This design comes from an exercise in tuning for small area, a short achievable clock period and few clock cycles per item on the open sky130 flow, not from production work. Only simulation tests tie the RTL to the original design; equivalence was not proved. Power figures rest on the tool's default switching activity, not on a simulated workload.

Setup of job 9467:
Design codec2_frame_encoder, start of the top module:
module codec2_frame_encoder
(
	input  logic clk,
	input  logic rst,
	input  logic start,
	input  logic [10*16-1:0] lsp_in,
	input  logic voiced_first,
	input  logic voiced_second,
	input  frame_pkg::woe_index_t woe_index,
	output frame_pkg::frame_bits_t encoded_bits,
	output logic done_frame
);
==> module codec2_frame_encoder, before the edit <==
module codec2_frame_encoder
(
	input  logic clk,
	input  logic rst,
	input  logic start,
	input  logic [10*16-1:0] lsp_in,
	input  logic voiced_first,
	input  logic voiced_second,
	input  frame_pkg::woe_index_t woe_index,
	output frame_pkg::frame_bits_t encoded_bits,
	output logic done_frame
);
	logic busy;
	logic accept;
	frame_pkg::frame_bits_t frame_word;
	frame_pkg::frame_bits_t word_q;
	assign accept = start && !busy;
	frame_packer u_packer
	(
		.lsp_in (lsp_in),
		.voiced_first (voiced_first),
		.voiced_second (voiced_second),
		.woe_index (woe_index),
		.frame_word (frame_word)
	);
	always_ff @(posedge clk or negedge rst)
	begin
		if (!rst)
		begin
			busy <= 1'b0;
			done_frame <= 1'b0;
			word_q <= '0;
		end
		else
		begin
			busy <= accept;
			if (busy)
				done_frame <= 1'b1;
			if (accept)
				word_q <= frame_word;
		end
	end
	assign encoded_bits = word_q;
endmodule
==> flow/config.mk <==
export PLATFORM = sky130hd
export DESIGN_NAME = codec2_frame_encoder
export DESIGN_NICKNAME = codec2_frame_encoder
export VERILOG_FILES = /design/flow/design.v
export SDC_FILE = /design/flow/constraint.sdc
export NUM_CORES = 4
export LEC_CHECK = 0
export ABC_AREA = 1
export CAP_MARGIN = 20
export CORE_MARGIN = 2
export CORE_UTILIZATION = 40
export CTS_BUF_LIST = sky130_fd_sc_hd__clkbuf_8
export SETUP_SLACK_MARGIN = 5
export SLEW_MARGIN = 20
==> flow/constraint.sdc <==
create_clock -name core_clock -period 8.0 [get_ports {clk}]
set_input_delay 1.6000 -clock core_clock [delete_from_list [all_inputs] [get_ports {clk}]]
set_output_delay 1.6000 -clock core_clock [all_outputs]
set_load 0.01 [all_outputs]
standard.sh (not shown) runs the stock make flow with config.mk's settings and CLKGATE_MAP_FILE= SYNTH_SCRIPT=/design/flow/synth_recipe.tcl, a recipe that flattens the netlist after the stock synthesis.
==> flow/flow/run.sh <==
#!/bin/bash
# The standard layout, with the port buffers made from the smallest plain
# buffer instead of the delay buffer buffer_ports picks by default; the
# resizer upsizes them where timing or slew needs it.
set -euo pipefail
export BUFFER_PORTS_ARGS="-buffer_cell sky130_fd_sc_hd__buf_1"
bash standard.sh finish > standard.log 2>&1
Testbench counts of job 9467, summed over its fixed seeds: cycles 776, frames 384.
[inputs] job 8222 vs job 9467
--- a/flow/design.v
+++ b/flow/design.v
@@ -1352,5 +1352,7 @@
 	logic accept;
 	frame_pkg::frame_bits_t frame_word;
-	frame_pkg::frame_bits_t word_q;
+	logic [48-1:2] word_q;
+	logic have_word;
+	logic hold;
 	assign accept = start && !busy;
 	frame_packer u_packer
@@ -1368,5 +1370,4 @@
 			busy <= 1'b0;
 			done_frame <= 1'b0;
-			word_q <= '0;
 		end
 		else
@@ -1375,8 +1376,11 @@
 			if (busy)
 				done_frame <= 1'b1;
-			if (accept)
-				word_q <= frame_word;
 		end
 	end
-	assign encoded_bits = word_q;
+	assign have_word = done_frame || busy;
+	assign hold = !accept && have_word;
+	always_ff @(posedge clk)
+		word_q <= ({(48-2){accept}} & frame_word[48-1:2]) |
+			({(48-2){hold}} & word_q);
+	assign encoded_bits = {word_q, 2'b00};
 endmodule
--- outcome ---
In the reports for job 9467 and job 8222, the larger count of clock buffers in the final design belongs to job 8222.
Looking at worst setup slack across job 9467 and job 8222, the one that comes out higher is job 9467.
Relative to job 9467, job 8222 improves synthesized area.
First-pass detailed-route iteration total, job 9467 and job 8222: smaller value in job 8222
Worst hold slack was lower in job 8222 than in job 9467.
Fraction of final layout cells with drive strength greater than 1 came out higher on job 8222 than on job 9467.
[compare] base=job 9467 new=job 8222: power density over cell area down 3.3%, post-route minimum period up 24 ps, number of enable flip-flop cells after synthesis flat, number of gates given a new drive strength after cts up 3.
Testbench counts of job 8222, summed over its fixed seeds: cycles 776, frames 384.

-- separate check: timing with driven ports --
The flow's constraints put no driver on any port. The routed layouts listed below were extracted and timed again, unchanged, in two steps. Step 1 (the two cells are an assumption about what drives the block):
set clk [get_ports {clk}]
set_driving_cell -lib_cell sky130_fd_sc_hd__clkbuf_16 $clk
set_driving_cell -lib_cell sky130_fd_sc_hd__buf_2 [delete_from_list [all_inputs] $clk]
Step 2 times the ports against the registers' clock, not the clock port: input delays grow and output delays shrink by t, the midpoint of the rising clock arrivals with the driver on. a / b / c = ideal / step 1 / step 2; a / b = the first two.
run	t, ns	setup slack, ns	hold WS [ns]	worst setup path at the end	pins driven straight from the clock port
job 9467	0.320	5.367 / 5.375 / 5.055	0.467 / 0.467 / 0.467	input to register	1
job 8222	0.321	5.344 / 5.343 / 5.023	0.454 / 0.454 / 0.454	input to register	1
After both steps setup and hold are still met in every run listed. For job 8222, which loses most, drivers alone change the setup slack by -0.001 ns; drivers and shift together by -0.321 ns.
